Source: an optimization exercise on an open RTL-to-GDS flow (aim: small area, a short achievable clock period and few clock cycles per item). Production flows keep margins and buffers that such runs may drop.
The RTL was checked by simulation tests, not by an equivalence proof against the original design.
No activity file was given, so power comes from the tool's default toggle rates.

==> flow/design.v <==
`timescale 1ns / 1ps
`default_nettype none
package fadp_pkg;
	localparam int MANT_W = 56;
	localparam int FRAC_W = 4;	 
	localparam int VALUE_W = 48;
	localparam int DIV_W = 30;	 
	localparam int DIVIDEND_W = MANT_W + 16;
	localparam int DIV_CNT_W = $clog2(DIVIDEND_W + 1);
	localparam logic [7:0] START_RESET = 8'd60;
	localparam logic [7:0] END_RESET = 8'd62;
	localparam logic [7:0] CHAR_ZERO = 8'd48;
	localparam logic [7:0] CHAR_NINE = 8'd57;
	localparam logic [7:0] CHAR_POINT = 8'd46;
	localparam logic CFG_START = 1'b0;
	localparam logic CFG_END = 1'b1;
	typedef struct packed {
		logic sat;
		logic trunc;
		logic bad;
	} flags_t;
	typedef struct packed {
		logic [MANT_W-1:0] mant;
		logic [FRAC_W-1:0] frac;
		flags_t flags;
	} job_t;
	function automatic logic [DIV_W-1:0] pow10(input logic [FRAC_W-1:0] idx);
		logic [DIV_W-1:0] p;
		begin
			case (idx)
				4'd0: p = 30'd1;
				4'd1: p = 30'd10;
				4'd2: p = 30'd100;
				4'd3: p = 30'd1000;
				4'd4: p = 30'd10000;
				4'd5: p = 30'd100000;
				4'd6: p = 30'd1000000;
				4'd7: p = 30'd10000000;
				4'd8: p = 30'd100000000;
				default: p = 30'd1000000000;
			endcase
			pow10 = p;
		end
	endfunction
endpackage
`default_nettype wire
`timescale 1ns / 1ps
`default_nettype none
module fadp_front #(
	parameter int MAX_CHARS = 63,
	parameter int MAX_FRAC_DIGITS = 6
) (
	input wire logic clk,
	input wire logic arst_n,
	input wire logic cfg_valid,
	input wire logic cfg_index,
	input wire logic [7:0] cfg_data,
	input wire logic byte_valid,
	input wire logic [7:0] rx_byte,
	output fadp_pkg::job_t job,
	output logic job_push
);
	localparam int CNT_W = $clog2(MAX_CHARS + 1);
	logic [7:0] start_q, end_q;
	logic in_frame_q, point_q;
	logic [fadp_pkg::MANT_W-1:0] mant_q;
	logic [fadp_pkg::FRAC_W-1:0] frac_q;
	logic [CNT_W-1:0] count_q;
	fadp_pkg::flags_t flags_q;
	logic is_digit;
	logic [3:0] digit;
	logic [fadp_pkg::MANT_W+3:0] wide;
	logic [fadp_pkg::MANT_W+3:0] next_mant;
	assign is_digit = (rx_byte >= fadp_pkg::CHAR_ZERO) && (rx_byte <= fadp_pkg::CHAR_NINE);
	assign digit = 4'(rx_byte - fadp_pkg::CHAR_ZERO);
	assign wide = {4'b0, mant_q};
	assign next_mant = (wide << 3) + (wide << 1) + (fadp_pkg::MANT_W+4)'(digit);
	assign job_push = byte_valid && in_frame_q && (rx_byte == end_q);
	assign job.mant = mant_q;
	assign job.frac = frac_q;
	assign job.flags = flags_q;
	always_ff @(posedge clk or negedge arst_n) begin
		if (!arst_n) begin
			start_q <= fadp_pkg::START_RESET;
			end_q <= fadp_pkg::END_RESET;
		end else if (cfg_valid) begin
			case (cfg_index)
				fadp_pkg::CFG_START: start_q <= cfg_data;
				fadp_pkg::CFG_END: end_q <= cfg_data;
				default: ;
			endcase
		end
	end
	always_ff @(posedge clk or negedge arst_n) begin
		if (!arst_n) begin
			in_frame_q <= 1'b0;
			point_q <= 1'b0;
			mant_q <= '0;
			frac_q <= '0;
			count_q <= '0;
			flags_q <= '0;
		end else if (byte_valid) begin
			if (!in_frame_q || rx_byte == end_q) begin
				if (!in_frame_q)
					in_frame_q <= (rx_byte == start_q);
				else
					in_frame_q <= 1'b0;
				point_q <= 1'b0;
				mant_q <= '0;
				frac_q <= '0;
				count_q <= '0;
				flags_q <= '0;
			end else if (count_q >= CNT_W'(MAX_CHARS)) begin
				flags_q.trunc <= 1'b1;
			end else begin
				count_q <= count_q + 1'b1;
				if (is_digit) begin
					if (point_q && frac_q >= fadp_pkg::FRAC_W'(MAX_FRAC_DIGITS)) begin
						flags_q.trunc <= 1'b1;
					end else begin
						if (next_mant[fadp_pkg::MANT_W+3:fadp_pkg::MANT_W] != 4'd0) begin
							mant_q <= '1;
							flags_q.sat <= 1'b1;
						end else begin
							mant_q <= next_mant[fadp_pkg::MANT_W-1:0];
						end
						if (point_q)
							frac_q <= frac_q + 1'b1;
					end
				end else if (rx_byte == fadp_pkg::CHAR_POINT && !point_q) begin
					point_q <= 1'b1;
				end else begin
					flags_q.bad <= 1'b1;
				end
			end
		end
	end
endmodule
`default_nettype wire
`timescale 1ns / 1ps
`default_nettype none
module fadp_queue (
	input wire logic clk,
	input wire logic arst_n,
	input wire logic push,
	input wire fadp_pkg::job_t push_job,
	input wire logic pop,
	output fadp_pkg::job_t pop_job,
	output logic full,
	output logic empty
);
	fadp_pkg::job_t slot0_q, slot1_q;
	logic wr_ptr_q, rd_ptr_q;
	logic [1:0] count_q;
	assign full = (count_q == 2'd2);
	assign empty = (count_q == 2'd0);
	assign pop_job = rd_ptr_q ? slot1_q : slot0_q;
	always_ff @(posedge clk) begin
		if (push && !full && !wr_ptr_q)
			slot0_q <= push_job;
		if (push && !full && wr_ptr_q)
			slot1_q <= push_job;
	end
	always_ff @(posedge clk or negedge arst_n) begin
		if (!arst_n) begin
			wr_ptr_q <= 1'b0;
			rd_ptr_q <= 1'b0;
			count_q <= 2'd0;
		end else begin
			if (push && !full)
				wr_ptr_q <= ~wr_ptr_q;
			if (pop && !empty)
				rd_ptr_q <= ~rd_ptr_q;
			case ({push && !full, pop && !empty})
				2'b10: count_q <= count_q + 1'b1;
				2'b01: count_q <= count_q - 1'b1;
				default: ;
			endcase
		end
	end
endmodule
`default_nettype wire
`timescale 1ns / 1ps
`default_nettype none
module fadp_back (
	input wire logic clk,
	input wire logic arst_n,
	input wire logic job_ready,
	input wire fadp_pkg::job_t job,
	output logic job_pop,
	output logic out_valid,
	input wire logic out_ready,
	output logic [fadp_pkg::VALUE_W-1:0] out_value,
	output logic [2:0] out_frac,
	output fadp_pkg::flags_t out_flags
);
	typedef enum logic [2:0] {
		ST_IDLE = 3'b001,
		ST_DIV = 3'b010,
		ST_HOLD = 3'b100
	} state_t;
	state_t state_q;
	logic [fadp_pkg::DIVIDEND_W-1:0] quo_q;	 
	logic [fadp_pkg::DIV_W-1:0] rem_q, divisor_q;
	logic [fadp_pkg::DIV_CNT_W-1:0] cnt_q;
	logic [2:0] frac_q;
	fadp_pkg::flags_t flags_q;
	logic [fadp_pkg::DIV_W:0] trial;
	logic take;
	logic [fadp_pkg::DIV_W:0] diff;
	logic over;
	assign trial = {rem_q, quo_q[fadp_pkg::DIVIDEND_W-1]};
	assign take = trial >= {1'b0, divisor_q};
	assign diff = trial - {1'b0, divisor_q};
	assign over = quo_q[fadp_pkg::DIVIDEND_W-1:fadp_pkg::VALUE_W] != '0;
	assign job_pop = (state_q == ST_IDLE) && job_ready;
	always_ff @(posedge clk) begin
		case (state_q)
			ST_IDLE: begin
				quo_q <= {job.mant, 16'd0};
				rem_q <= '0;
				divisor_q <= fadp_pkg::pow10(job.frac);
				frac_q <= job.frac[2:0];
				flags_q <= job.flags;
			end
			ST_DIV: begin
				quo_q <= {quo_q[fadp_pkg::DIVIDEND_W-2:0], take};
				rem_q <= take ? diff[fadp_pkg::DIV_W-1:0] : trial[fadp_pkg::DIV_W-1:0];
			end
			default: ;
		endcase
		if (state_q == ST_HOLD && (!out_valid || out_ready)) begin
			out_value <= over ? '1 : quo_q[fadp_pkg::VALUE_W-1:0];
			out_frac <= frac_q;
			out_flags.bad <= flags_q.bad;
			out_flags.trunc <= flags_q.trunc;
			out_flags.sat <= flags_q.sat | over;
		end
	end
	always_ff @(posedge clk or negedge arst_n) begin
		if (!arst_n) begin
			state_q <= ST_IDLE;
			cnt_q <= '0;
			out_valid <= 1'b0;
		end else begin
			if (state_q == ST_HOLD && (!out_valid || out_ready))
				out_valid <= 1'b1;
			else if (out_ready)
				out_valid <= 1'b0;
			case (state_q)
				ST_IDLE: begin
					if (job_ready) begin
						state_q <= ST_DIV;
						cnt_q <= fadp_pkg::DIV_CNT_W'(fadp_pkg::DIVIDEND_W - 1);
					end
				end
				ST_DIV: begin
					cnt_q <= cnt_q - 1'b1;
					if (cnt_q == '0)
						state_q <= ST_HOLD;
				end
				ST_HOLD: begin
					if (!out_valid || out_ready)
						state_q <= ST_IDLE;
				end
				default: state_q <= ST_IDLE;
			endcase
		end
	end
endmodule
`default_nettype wire
`timescale 1ns / 1ps
`default_nettype none
module framed_ascii_decimal_parser #(
	parameter int MAX_CHARS = 63,
	parameter int MAX_FRAC_DIGITS = 6
) (
	input wire logic clk,
	input wire logic arst_n,
	input wire logic s_tvalid,
	output logic s_tready,
	input wire logic [7:0] s_tdata,	 
	output logic m_tvalid,
	input wire logic m_tready,
	output logic [55:0] m_tdata,	 
	output logic [2:0] m_tuser,	 
	input wire logic cfg_valid,
	output logic cfg_ready,
	input wire logic cfg_index,
	input wire logic [7:0] cfg_data
);
	fadp_pkg::job_t push_job, pop_job;
	logic job_push, job_pop, q_full, q_empty;
	logic [fadp_pkg::VALUE_W-1:0] value;
	logic [2:0] frac;
	fadp_pkg::flags_t flags;
	assign s_tready = !q_full;
	assign cfg_ready = 1'b1;
	assign m_tdata = {5'd0, frac, value};
	assign m_tuser = {flags.sat, flags.trunc, flags.bad};
	fadp_front #(
		.MAX_CHARS(MAX_CHARS),
		.MAX_FRAC_DIGITS(MAX_FRAC_DIGITS)
	) u_front (
		.clk(clk),
		.arst_n(arst_n),
		.cfg_valid(cfg_valid),
		.cfg_index(cfg_index),
		.cfg_data(cfg_data),
		.byte_valid(s_tvalid && s_tready),
		.rx_byte(s_tdata),
		.job(push_job),
		.job_push(job_push)
	);
	fadp_queue u_queue (
		.clk(clk),
		.arst_n(arst_n),
		.push(job_push),
		.push_job(push_job),
		.pop(job_pop),
		.pop_job(pop_job),
		.full(q_full),
		.empty(q_empty)
	);
	fadp_back u_back (
		.clk(clk),
		.arst_n(arst_n),
		.job_ready(!q_empty),
		.job(pop_job),
		.job_pop(job_pop),
		.out_valid(m_tvalid),
		.out_ready(m_tready),
		.out_value(value),
		.out_frac(frac),
		.out_flags(flags)
	);
endmodule
`default_nettype wire
==> flow/run.sh <==
#!/bin/bash
# synth_recipe.tcl (not shown) runs the flow's synth.tcl, then flattens the netlist and writes it again
# the make line also repeats each setting of config.mk as NAME=value (left out here)
make -C /OpenROAD-flow-scripts/flow DESIGN_CONFIG=/design/flow/config.mk WORK_HOME=/design/flow/orfs CLKGATE_MAP_FILE= SYNTH_SCRIPT=/design/flow/synth_recipe.tcl finish
==> flow/config.mk <==
export PLATFORM = sky130hd
export DESIGN_NAME = framed_ascii_decimal_parser
export DESIGN_NICKNAME = framed_ascii_decimal_parser
export VERILOG_FILES = /design/flow/design.v
export SDC_FILE = /design/flow/constraint.sdc
export NUM_CORES = 4
export LEC_CHECK = 0
export CAP_MARGIN = 20
export CORE_MARGIN = 2
export CORE_UTILIZATION = 40
export SLEW_MARGIN = 20
==> flow/constraint.sdc <==
create_clock -name core_clock -period 5.5 [get_ports {clk}]
set_input_delay 1.1000 -clock core_clock [delete_from_list [all_inputs] [get_ports {clk}]]
set_output_delay 1.1000 -clock core_clock [all_outputs]
set_load 0.01 [all_outputs]
==> impl_results.md <==
* Final routed DRC violation total at 0
* Global placement routability congestion at 0.875
* Status: finished clean
* Total wire length at 47900 um
* Hold Fails Final Rpt at 0
* Row count at 85
* Die Y at 238 um
* Largest net degree at the start of global routing at 86
* WS Path Type: primary input to flip-flop
* Initial antenna violation count at 0
* Area delta synth->final at 13.8%
* Initial Util at 40.7%
* Nature of the critical path startpoint: primary input
* Via/cell ratio at 5.50
* Syn_area_per_cell at 11.4 sq um
* Vias in the first global route at 15200
* Fillers at 4915
* Yosys reg bits at 413
* Core area at 54000 sq um
* DIE AREA at 56800 sq um
* Drt first pass iters at 6
* Max Clock Freq at 205 MHz
* Ys Warns at 3
* Wire per inst at 17.6 um
* Setup TNS at 0 ns
* Clk latency of the worst-skew pair at 0.58 ns
* Power per cell area at 462 nW/um^2
* CP Capture Type: flip-flop
* Xor/xnor cell area share of the yosys netlist at 3.67%
* Resize count post-CTS at 0
* Worst EP arrival at 5.32 ns
* Tot GR Track Use at 17.1%
* Post-synth cell types at 81
* Layout cell share with drive strength beyond 1 at 7.60%
* Diode count at 0
* Min Tclk post-route at 4.87 ns
* Post-CTS Setup Inserts at 0
* GR Overflow Total at 0
* Fin. max-slew vios at 0
* RSZ-0062 raised after global routing: no
* VDD IR max at 0.256 mV
* Post-synthesis mux area share at 4.26%
* Slew HR at 28.8%
* HP Class: flip-flop to flip-flop
* Sinks on Clock Net at 413
* Worst Path Max Fanout at 4
* Post-Syn Instances at 1925
* Simple-Gate Fraction of Synth Area at 11.5%
* Via count at 15000
* Root buffer cell: clkbuf_16
* Final nets at 2169
* Hold slack at 0.427 ns
* ANT nets after route at 0
* CTS Buffer Depth at 3
* Total power at 0.0115 W
* Max-cap violations at 0
* Area fraction in compound gates after synthesis at 14.7%
* Clk pin slew, worst setup/hold paths at 0.06 ns
* CTS tree: done
* Tcrit/Tclk final at 88.6%
* Setup violators final at 0
* Largest family of logic cells by synthesized area: compound AO/OA/AOI/OAI gates
* Area of the mapped netlist at 22000 sq um
* IO Port Bufs at 77
* Tightest Pin Transition at 1.07 ns
* Clock skew at 0.0258 ns
* Async SR Flop Fraction at 24.7%
* I/O pin count at 84
* First-pass GRT wire length at 79600 um
* Cell leakage power at 10.1 nW
* Inserted Clock Buffers at 45
* DR iter-0 viols at 950
* DP Wirelength at 33700 um
* Post-synthesis sequential area ratio at 54.2%
* H-tree Lvls at 2
* Number of synthesized flops with an enable pin at 311
* Required time worst endpoint at 5.95 ns
* Post-Synth Adder-Cell Area at 8.98%
* Cts hold-fix bufs at 0
* Chip width at 238 um
* Ys flop type: edfxtp_1
[per-stage QoR]
stage | worst slack [ns] | cells | utilization, % | instance area [sq um]
5_1_grt | 0.417 | 2723 | 46.3 | 25000
3_5_place_dp | 0.0931 | 2639 | 43.6 | 23500
3_3_place_gp | 0.182 | 2639 | 43.6 | 23500
2_1_floorplan | 0.492 | 1929 | - | 22000
6_report | 0.628 | 2723 | 46.3 | 25000
4_1_cts | 0.679 | 2722 | 46.2 | 25000
[per-layer routing]
| layer | vias up | routed length (um) | GRT usage, % | share of wire, % |
|---|---|---|---|---|
| met5 | - | 0 | 0 | 0 |
| met4 | 0 | 1040 | 4.68 | 2.2 |
| met3 | 79 | 1810 | 2.80 | 3.8 |
| met2 | 273 | 22800 | 29.1 | 47 |
| met1 | 7273 | 22300 | 22.8 | 47 |
| li1 | 7350 | - | - | - |
[logic make-up after synthesis]
family	count (synthesis)
and+or+nand+nor	509
buffers and inverters	148
muxes	91
DFF	413
other	2
AOI/OAI and AO/OA	514
adders and majority gates	156
xor gates and xnor gates	92
[path summary, 6_finish.rpt]
path,start,endpoint,slack [ns],cells past startpoint
min in group asynchronous,arst_n,u_front.mant_q[16],0.64,1
hold reg to reg,u_back.flags_q[0],u_back.out_flags[0],0.43,0
max in group asynchronous,arst_n,u_front.mant_q[45],3.83,2
setup reg to reg,u_front.mant_q[0],u_front.mant_q[44],1.28,13
setup / recovery,s_tdata[3],u_front.mant_q[44],0.63,14
hold / removal,u_back.flags_q[0],u_back.out_flags[0],0.43,0
[layout make-up]
| class | count | area, sq um | share of cell area (%) |
|---|---|---|---|
| clock buffer | 68 | 1310 | 5.22 |
| multi-input combinational | 1368 | 9550 | 38.2 |
| timing repair buffer | 104 | 1020 | 4.06 |
| clock inverter | 15 | 136 | 0.545 |
| inverter | 59 | 221 | 0.886 |
| sequential | 413 | 11900 | 47.6 |
| tap | 696 | 871 | 3.48 |
[flip-flops by register name, indices dropped and copies added (netlist names), 8 cells and up]
name              count
u_queue.slot0_q      63
u_front.start_q       8
u_back.quo_q         72
u_back.out_value     48
u_back.divisor_q     23
u_front.mant_q       56
u_back.rem_q         30
u_front.end_q         8
u_queue.slot1_q      63
[worst max-delay path, stage by stage]
cell and delay (ns):
clkdlybuf4s50_1 0.55, fa_1 0.62, inv_1 0.06, fa_1 0.44, nand2b_1 0.19, a21oi_1 0.30, o211ai_1 0.20, a2111oi_2 0.48
nor3_4 0.12, a21oi_4 0.16, a31oi_1 0.12, a211o_1 0.29, or3_1 0.36, a221o_1 0.33
[cells in the final DEF (no fill, tap or decap), drive strengths merged, types with 6 or more instances in the layout]
master,Yosys,layout
nand2,155,155
o211ai,12,12
and3,21,21
buf,18,28
a21oi,124,124
o41ai,7,7
o21ai,170,170
nor2b,11,11
ha,153,153
nor4,20,20
mux2i,71,71
a31oi,15,15
nand2b,10,10
nand4,19,19
o21bai,12,12
conb,2,6
mux2,20,20
clkbuf,71,68
a22oi,44,44
clkdlybuf4s50,0,76
o21a,14,14
a21o,45,45
a211oi,17,17
nand3,32,32
xnor2,49,49
dfrtp,92,92
or3,56,56
dfstp,10,10
or2,6,6
xor2,43,43
o31ai,6,6
nor3,23,23
inv,58,60
nor2,112,112
edfxtp,311,311
and2,26,26
clkinv,1,9
[where the power goes]
group          switching [W]  leakage [nW]  internal, W
Combinational        0.00231          5.05      0.00154
Sequential          0.000482          4.37      0.00428
Clock                0.00120         0.696      0.00173
Total                0.00399          10.1      0.00756
[synth_stat cells (6+ instances only)]
master    instances  area (sq um)
mux2i_1          71           711
a21oi_1         122           611
buf_4             6          45.0
xnor2_1          49           429
o21ai_0         167           836
or2_2             6          37.5
or3_1            56           350
nor3_1           21           105
mux2_2           20           225
and3_1           21           131
and2_1           24           150
buf_2             7          35.0
nand2_1         155           582
inv_1            58           218
o211ai_1         12          90.1
dfstp_2          10           263
edfxtp_1        311          9340
o21bai_1         12          90.1
nor4_1           19           119
ha_1            153          1910
nor2_1          112           420
o41ai_1           7          61.3
dfrtp_1          92          2300
a211oi_1         16           120
a22oi_1          44           330
a21o_1           45           338
o21a_1           14           105
nand2b_1         10          62.6
nand4_1          18           113
nor2b_1          11          68.8
xor2_1           43           377
a31oi_1          15          93.8
clkbuf_1         71           267
nand3_1          32           160
Testbench counts, summed over its fixed seeds: cycles 88,893, items 1,200.

## what the ideal ports hide
No port has a modelled driver above. Below, the same layout with a new extraction and two added sets of constraints. Step 1 assumes that a clkbuf_16 drives the clock port and a buf_2 every other input. Step 2 moves the port delays by t, midway between the first and last clock arrival at a register: inputs arrive t later, outputs are due t later. That takes back most of the time a late clock gives input paths. Three values: ideal, step 1, step 2; two values: the first two.
t (ns): 0.621
slack for setup (ns): 0.628 / 0.664 / 0.043
hold slack, ns: 0.427 / 0.427 / 0.427
After both steps setup and hold are still met in this run. For this run, drivers alone change the setup slack by +0.036 ns; drivers and shift together by -0.585 ns.
